What follows belongs to an exercise in optimizing a design on an open flow for small area, a short achievable clock period and few clock cycles; a production flow would make more cautious choices.

==> build 32 <==
==> flow/design.v <==
package accum_pkg;
    localparam int LO_W = 17;    
endpackage
module accum_lane
#(
    parameter int IN_W  = 17,
    parameter int ACC_W = 24,
    parameter int L0_W  = 9
) (
    input  logic             clk,
    input  logic             clr_i,    
    input  logic             en_i,     
    input  logic [IN_W-1:0]  in_i,
    output logic [ACC_W-1:0] acc_o,
    output logic             ovf_o
);
    localparam int L1_W = IN_W - L0_W;
    localparam int HI_W = ACC_W - IN_W;
    logic [L0_W-1:0] lo0_q, lo0_s, lo0_n;
    logic [L1_W-1:0] lo1_q, lo1_s, b1;
    logic [HI_W-1:0] hi_q, hi_s;
    logic            c0_q, c0_s, c1_q, c1_s, hc, ovf_q, sat;
    assign b1            = in_i[IN_W-1:L0_W] & {L1_W{en_i}};
    assign {c0_s, lo0_s} = {1'b0, lo0_q} + {1'b0, in_i[L0_W-1:0]};
    assign {c1_s, lo1_s} = {1'b0, lo1_q} + {1'b0, b1} + {{L1_W{1'b0}}, c0_q};
    assign {hc, hi_s}    = {1'b0, hi_q} + {{HI_W{1'b0}}, c1_q};
    assign sat           = ovf_q | hc;
    assign lo0_n         = en_i ? lo0_s : lo0_q;
    always_ff @(posedge clk) begin
        lo0_q <= (lo0_n | {L0_W{sat}}) & {L0_W{~clr_i}};
        lo1_q <= (lo1_s | {L1_W{sat}}) & {L1_W{~clr_i}};
        hi_q  <= (hi_s | {HI_W{sat}}) & {HI_W{~clr_i}};
        c0_q  <= en_i & c0_s & ~clr_i;
        c1_q  <= c1_s & ~clr_i;
        ovf_q <= sat & ~clr_i;
    end
    assign acc_o = {hi_q, lo1_q, lo0_q};
    assign ovf_o = ovf_q;
endmodule
module accum_bank_ctl
#(
    parameter int NUM_CH   = 32,
    parameter int IN_W     = 17,
    parameter int ACC_W    = 24,
    parameter int CNT_W    = 8
) (
    input  logic                    clk,
    input  logic                    reset_n,
    input  logic                    start,
    input  logic [CNT_W-1:0]        len,
    input  logic                    in_valid,
    output logic                    in_ready,
    input  logic [NUM_CH*IN_W-1:0]  accum_i,
    output logic                    out_valid,
    input  logic                    out_ready,
    output logic [NUM_CH*ACC_W-1:0] result,
    output logic [NUM_CH-1:0]       ovf,
    output logic                    busy
);
    logic             busy_q, rdy_q, vld_q;
    logic [1:0]       settle_q;
    logic [CNT_W-1:0] cnt_q;
    logic             go, beat, last;
    assign go   = start & (~busy_q | (vld_q & out_ready));
    assign beat = in_valid & rdy_q;
    assign last = beat & (cnt_q == CNT_W'(1));
    always_ff @(posedge clk or negedge reset_n) begin
        if (!reset_n) begin
            busy_q   <= 1'b0;
            rdy_q    <= 1'b0;
            vld_q    <= 1'b0;
            settle_q <= '0;
            cnt_q    <= '0;
        end else begin
            settle_q <= {settle_q[0], last} & {2{~go}};
            if (go) begin
                busy_q <= 1'b1;
                rdy_q  <= |len;
                vld_q  <= ~|len;
                cnt_q  <= len;
            end else begin
                if (beat) cnt_q <= cnt_q - CNT_W'(1);
                if (last) rdy_q <= 1'b0;
                if (settle_q[1]) vld_q <= 1'b1;
                if (vld_q & out_ready) begin
                    vld_q  <= 1'b0;
                    busy_q <= 1'b0;
                end
            end
        end
    end
    for (genvar i = 0; i < NUM_CH; i++) begin : g_lane
        accum_lane #(.IN_W(IN_W), .ACC_W(ACC_W)) u_lane (
            .clk    (clk),
            .clr_i  (go),
            .en_i   (beat),
            .in_i   (accum_i[i*IN_W +: IN_W]),
            .acc_o  (result[i*ACC_W +: ACC_W]),
            .ovf_o  (ovf[i])
        );
    end
    assign in_ready  = rdy_q;
    assign out_valid = vld_q;
    assign busy      = busy_q;
endmodule
==> flow/flow/run.sh <==
#!/bin/bash
# Layout flow: the standard layout (standard.sh, ORFS with the standard synthesis), with two
# changes: the port buffers are buf_2 cells instead of the resizer's default pick, and the pins
# may sit on adjacent routing tracks, so the die need not grow to fit 1360 pins.
# Each tool's full output is kept in a log file of its own in this folder.
set -euo pipefail
export BUFFER_PORTS_ARGS="-buffer_cell sky130_fd_sc_hd__buf_2"
export PLACE_PINS_ARGS="-min_distance 1 -min_distance_in_tracks"
bash standard.sh synth > synth.log 2>&1
bash standard.sh > layout.log 2>&1
==> flow/standard.sh <==
#!/bin/bash
# synth_recipe.tcl (not shown) runs the flow's synth.tcl, then flattens the netlist and writes it again
# the make line also repeats each setting of config.mk as NAME=value (left out here)
make -C /OpenROAD-flow-scripts/flow DESIGN_CONFIG=/design/flow/config.mk WORK_HOME=/design/flow/orfs CLKGATE_MAP_FILE= SYNTH_SCRIPT=/design/flow/synth_recipe.tcl "${@:-finish}"
==> flow/config.mk <==
export PLATFORM = sky130hd
export DESIGN_NAME = accum_bank_ctl
export DESIGN_NICKNAME = accum_bank_ctl
export VERILOG_FILES = /design/flow/design.v
export SDC_FILE = /design/flow/constraint.sdc
export NUM_CORES = 4
export LEC_CHECK = 0
export CAP_MARGIN = 20
export CORE_MARGIN = 2
export CORE_UTILIZATION = 45
export SETUP_SLACK_MARGIN = 2.4
export SLEW_MARGIN = 20
==> flow/constraint.sdc <==
create_clock -name core_clock -period 4.8 [get_ports {clk}]
set_input_delay 0.9600 -clock core_clock [delete_from_list [all_inputs] [get_ports {clk}]]
set_output_delay 0.9600 -clock core_clock [all_outputs]
set_load 0.01 [all_outputs]
==> inputs of build 86, as changes to build 32 <==
==> flow/design.v, changed modules only <==
module accum_ks_add
#(
    parameter int W = 17
) (
    input  logic [W-1:0] a,
    input  logic [W-1:0] b,
    output logic [W-1:0] s,
    output logic         co
);
    localparam int LV = $clog2(W);
    logic [W-1:0] gg [LV+1];
    logic [W-1:0] pp [LV+1];
    assign gg[0] = a & b;
    assign pp[0] = a ^ b;
    for (genvar l = 1; l <= LV; l++) begin : g_lvl
        localparam int D = 1 << (l - 1);
        for (genvar i = 0; i < W; i++) begin : g_bit
            if (i >= D) begin : g_op
                assign gg[l][i] = gg[l-1][i] | (pp[l-1][i] & gg[l-1][i-D]);
                assign pp[l][i] = pp[l-1][i] & pp[l-1][i-D];
            end else begin : g_pass
                assign gg[l][i] = gg[l-1][i];
                assign pp[l][i] = pp[l-1][i];
            end
        end
    end
    assign s  = pp[0] ^ {gg[LV][W-2:0], 1'b0};
    assign co = gg[LV][W-1];
endmodule
module accum_lane
#(
    parameter int IN_W  = 17,
    parameter int ACC_W = 24
) (
    input  logic             clk,
    input  logic             clr_i,    
    input  logic             en_i,     
    input  logic [IN_W-1:0]  in_i,
    output logic [ACC_W-1:0] acc_o,
    output logic             ovf_o
);
    localparam int HI_W = ACC_W - IN_W;
    logic [IN_W-1:0] lo_q, lo_s, lo_n;
    logic [HI_W-1:0] hi_q, hi_p, hi_n;
    logic            c_s, hi_full, top, ovf_q;
    accum_ks_add #(.W(IN_W)) u_add (.a(lo_q), .b(in_i), .s(lo_s), .co(c_s));
    assign hi_p    = hi_q + HI_W'(1);
    assign hi_full = &hi_q;
    assign top     = c_s & hi_full;     
    assign lo_n    = en_i ? (lo_s | {IN_W{top}}) : lo_q;
    assign hi_n    = en_i ? ((c_s ? hi_p : hi_q) | {HI_W{top}}) : hi_q;
    always_ff @(posedge clk) begin
        lo_q  <= lo_n & {IN_W{~clr_i}};
        hi_q  <= hi_n & {HI_W{~clr_i}};
        ovf_q <= (ovf_q | (en_i & top)) & ~clr_i;
    end
    assign acc_o = {hi_q, lo_q};
    assign ovf_o = ovf_q;
endmodule
module accum_bank_ctl
#(
    parameter int NUM_CH   = 32,
    parameter int IN_W     = 17,
    parameter int ACC_W    = 24,
    parameter int CNT_W    = 8
) (
    input  logic                    clk,
    input  logic                    reset_n,
    input  logic                    start,
    input  logic [CNT_W-1:0]        len,
    input  logic                    in_valid,
    output logic                    in_ready,
    input  logic [NUM_CH*IN_W-1:0]  accum_i,
    output logic                    out_valid,
    input  logic                    out_ready,
    output logic [NUM_CH*ACC_W-1:0] result,
    output logic [NUM_CH-1:0]       ovf,
    output logic                    busy
);
    logic             busy_q, rdy_q, vld_q;
    logic [CNT_W-1:0] cnt_q;
    logic             go, beat, last;
    assign go   = start & (~busy_q | (vld_q & out_ready));
    assign beat = in_valid & rdy_q;
    assign last = beat & (cnt_q == CNT_W'(1));
    always_ff @(posedge clk or negedge reset_n) begin
        if (!reset_n) begin
            busy_q   <= 1'b0;
            rdy_q    <= 1'b0;
            vld_q    <= 1'b0;
            cnt_q    <= '0;
        end else begin
            if (go) begin
                busy_q <= 1'b1;
                rdy_q  <= |len;
                vld_q  <= ~|len;
                cnt_q  <= len;
            end else begin
                if (beat) cnt_q <= cnt_q - CNT_W'(1);
                if (last) rdy_q <= 1'b0;
                if (last) vld_q <= 1'b1;
                if (vld_q & out_ready) begin
                    vld_q  <= 1'b0;
                    busy_q <= 1'b0;
                end
            end
        end
    end
    for (genvar i = 0; i < NUM_CH; i++) begin : g_lane
        accum_lane #(.IN_W(IN_W), .ACC_W(ACC_W)) u_lane (
            .clk    (clk),
            .clr_i  (go),
            .en_i   (beat),
            .in_i   (accum_i[i*IN_W +: IN_W]),
            .acc_o  (result[i*ACC_W +: ACC_W]),
            .ovf_o  (ovf[i])
        );
    end
    assign in_ready  = rdy_q;
    assign out_valid = vld_q;
    assign busy      = busy_q;
endmodule
==> flow/run.sh (new file) <==
#!/bin/bash
# synth_recipe.tcl (not shown) runs the flow's synth.tcl, then flattens the netlist and writes it again
# the make line also repeats each setting of config.mk as NAME=value (left out here)
make -C /OpenROAD-flow-scripts/flow DESIGN_CONFIG=/design/flow/config.mk WORK_HOME=/design/flow/orfs CLKGATE_MAP_FILE= SYNTH_SCRIPT=/design/flow/synth_recipe.tcl finish
--- a/flow/config.mk
+++ b/flow/config.mk
@@ -6,7 +6,7 @@
 export NUM_CORES = 4
 export LEC_CHECK = 0
 export CAP_MARGIN = 20
-export CORE_MARGIN = 2
-export CORE_UTILIZATION = 45
-export SETUP_SLACK_MARGIN = 2.4
+export CORE_AREA = 4 4 466 466
+export DIE_AREA = 0 0 470 470
+export SETUP_SLACK_MARGIN = 2.3
 export SLEW_MARGIN = 20
removed: flow/flow/run.sh
removed: flow/standard.sh
==> inputs of trial 92, as changes to build 32 <==
==> flow/design.v, changed modules only <==
module accum_lane
#(
    parameter int IN_W  = 17,
    parameter int ACC_W = 24,
    parameter int L0_W  = 9
) (
    input  logic             clk,
    input  logic             clr_i,    
    input  logic             en_i,     
    input  logic [IN_W-1:0]  in_i,
    output logic [ACC_W-1:0] acc_o,
    output logic             ovf_o
);
    localparam int L1_W = IN_W - L0_W;
    localparam int HI_W = ACC_W - IN_W;
    logic [L0_W-1:0] lo0_q, lo0_s, lo0_n;
    logic [L1_W-1:0] lo1_q, lo1_s, lo1_i, lo1_n;
    logic [HI_W-1:0] hi_q, hi_s;
    logic            c0_q, c0_s, c1_q, c1_s, c1_i, c1_n, hc, ovf_q, sat;
    assign {c0_s, lo0_s} = {1'b0, lo0_q} + {1'b0, in_i[L0_W-1:0]};
    assign {c1_s, lo1_s} = {1'b0, lo1_q} + {1'b0, in_i[IN_W-1:L0_W]} + {{L1_W{1'b0}}, c0_q};
    assign {c1_i, lo1_i} = {1'b0, lo1_q} + {{L1_W{1'b0}}, c0_q};
    assign {hc, hi_s}    = {1'b0, hi_q} + {{(HI_W-1){1'b0}}, c1_q & c1_n, c1_q ^ c1_n};
    assign sat           = ovf_q | hc;
    assign lo0_n = en_i ? lo0_s : lo0_q;
    assign lo1_n = en_i ? lo1_s : lo1_i;
    assign c1_n  = ~en_i & c1_i;          
    always_ff @(posedge clk) begin
        lo0_q <= (lo0_n | {L0_W{sat}}) & {L0_W{~clr_i}};
        lo1_q <= (lo1_n | {L1_W{sat}}) & {L1_W{~clr_i}};
        hi_q  <= (hi_s | {HI_W{sat}}) & {HI_W{~clr_i}};
        c0_q  <= en_i & c0_s & ~clr_i;
        c1_q  <= en_i & c1_s & ~clr_i;
        ovf_q <= sat & ~clr_i;
    end
    assign acc_o = {hi_q, lo1_q, lo0_q};
    assign ovf_o = ovf_q;
endmodule
module accum_bank_ctl
#(
    parameter int NUM_CH   = 32,
    parameter int IN_W     = 17,
    parameter int ACC_W    = 24,
    parameter int CNT_W    = 8
) (
    input  logic                    clk,
    input  logic                    reset_n,
    input  logic                    start,
    input  logic [CNT_W-1:0]        len,
    input  logic                    in_valid,
    output logic                    in_ready,
    input  logic [NUM_CH*IN_W-1:0]  accum_i,
    output logic                    out_valid,
    input  logic                    out_ready,
    output logic [NUM_CH*ACC_W-1:0] result,
    output logic [NUM_CH-1:0]       ovf,
    output logic                    busy
);
    logic             busy_q, rdy_q, vld_q, settle_q;
    logic [CNT_W-1:0] cnt_q;
    logic             go, beat, last;
    assign go   = start & (~busy_q | (vld_q & out_ready));
    assign beat = in_valid & rdy_q;
    assign last = beat & (cnt_q == CNT_W'(1));
    always_ff @(posedge clk or negedge reset_n) begin
        if (!reset_n) begin
            busy_q   <= 1'b0;
            rdy_q    <= 1'b0;
            vld_q    <= 1'b0;
            settle_q <= 1'b0;
            cnt_q    <= '0;
        end else begin
            settle_q <= ~go & last;
            if (go) begin
                busy_q <= 1'b1;
                rdy_q  <= |len;
                vld_q  <= ~|len;
                cnt_q  <= len;
            end else begin
                if (beat) cnt_q <= cnt_q - CNT_W'(1);
                if (last) rdy_q <= 1'b0;
                if (settle_q) vld_q <= 1'b1;
                if (vld_q & out_ready) begin
                    vld_q  <= 1'b0;
                    busy_q <= 1'b0;
                end
            end
        end
    end
    for (genvar i = 0; i < NUM_CH; i++) begin : g_lane
        accum_lane #(.IN_W(IN_W), .ACC_W(ACC_W)) u_lane (
            .clk    (clk),
            .clr_i  (go),
            .en_i   (beat),
            .in_i   (accum_i[i*IN_W +: IN_W]),
            .acc_o  (result[i*ACC_W +: ACC_W]),
            .ovf_o  (ovf[i])
        );
    end
    assign in_ready  = rdy_q;
    assign out_valid = vld_q;
    assign busy      = busy_q;
endmodule
==> flow/flow/run.sh (replaced) <==
#!/bin/bash
# Layout flow: the standard layout (standard.sh, ORFS with the standard synthesis), with two
# changes: the port buffers are buf_1 cells instead of the resizer's default pick, and the pins
# may sit on adjacent routing tracks, so the die need not grow to fit 1360 pins.
# Each tool's full output is kept in a log file of its own in this folder.
set -euo pipefail
export BUFFER_PORTS_ARGS="-buffer_cell sky130_fd_sc_hd__buf_1"
export PLACE_PINS_ARGS="-min_distance 1 -min_distance_in_tracks"
bash standard.sh synth > synth.log 2>&1
bash standard.sh > layout.log 2>&1
--- a/flow/config.mk
+++ b/flow/config.mk
@@ -7,6 +7,6 @@
 export LEC_CHECK = 0
 export CAP_MARGIN = 20
 export CORE_MARGIN = 2
-export CORE_UTILIZATION = 45
+export CORE_UTILIZATION = 50
 export SETUP_SLACK_MARGIN = 2.4
 export SLEW_MARGIN = 20
==> notes.md <==
Biggest regs - g_lane.u_lane.lo0_q x288, g_lane.u_lane.lo1_q x256, g_lane.u_lane.hi_q x224
Clock Sink Count - 876
Final non-filler cell total - 10900
Setup slack after layout - 1.78 ns
Non-clk bufs - 1864
Peak supply drop - 0.000368 V
Simple-gate area share of the yosys netlist - 18.8%
Status - timing/DRC/antenna clean
Area Overhead vs Synth - 35.2%
Clock network area share - 4.34%
Post-layout util - 67.9%
All-Layer GR Usage - 37.1%
Met3 WL post-DR - 27200 um
Multi-input logic portion of the cell area - 56.2%
# the run above: trial 92

==> notes.md <==
Status - timing/DRC/antenna clean
Clock network area share - 5.04%
Post-layout util - 59.3%
Clock Sink Count - 877
Peak supply drop - 0.000296 V
Biggest regs - g_lane.u_lane.lo0_q x288, g_lane.u_lane.lo1_q x256, g_lane.u_lane.hi_q x224
Final non-filler cell total - 9435
Simple-gate area share of the yosys netlist - 18.8%
All-Layer GR Usage - 34.6%
Multi-input logic portion of the cell area - 51.7%
# the run above: build 32

==> notes.md <==
All-Layer GR Usage - 23.1%
CTS tree - yes
Status - timing/DRC/antenna clean
Area occupied by multi-input gates - 46000 um2
Setup slack after layout - 1.95 ns
Final non-filler cell total - 11300
Multi-input combinational gate total - 5248
Peak supply drop - 0.000439 V
Biggest regs - g_lane.u_lane.lo_q x544, g_lane.u_lane.hi_q x224, g_lane.u_lane.ovf_q x32
Met3 WL post-DR - 21600 um
Simple-gate area share of the yosys netlist - 15.7%
Post-layout util - 42.0%
Multi-input logic portion of the cell area - 51.6%
# the run above: build 86

Function was not checked in any run of this note: the RTL went through the layout flow alone.

[static timing again, ports no longer ideal]
Ports are ideal in the flow. The routed layouts listed here were re-timed in OpenROAD. Step 1, drivers: a clkbuf_16 drives clk and a buf_2 each remaining input, both assumed. Step 2 times the ports against the registers' clock, not the clock port: input delays grow and output delays shrink by t, the midpoint of the rising clock arrivals with the driver on. a / b / c = ideal ports / drivers / drivers and shift; a / b = the first two.
| run | t (ns) | setup slack, ns | worst hold slack (ns) | latest minus earliest clock arrival (ns) | worst slew at a driven data input, ns |
|---|---|---|---|---|---|
| build 32 | 0.776 | 1.959 / 1.852 / 1.077 | 0.165 / 0.222 / 0.469 | 0.025 / 0.025 | 0.25 |
| build 86 | 0.829 | 1.949 / 1.956 / 1.127 | 0.459 / 0.459 / 0.459 | 0.048 / 0.049 | 0.31 |
| trial 92 | 0.786 | 1.776 / 1.776 / 1.095 | 0.265 / 0.327 / 0.462 | 0.025 / 0.024 | 0.25 |
After both steps every run listed still meets setup and hold. For build 32, which loses most, drivers alone change the setup slack by -0.107 ns; drivers and shift together by -0.882 ns.
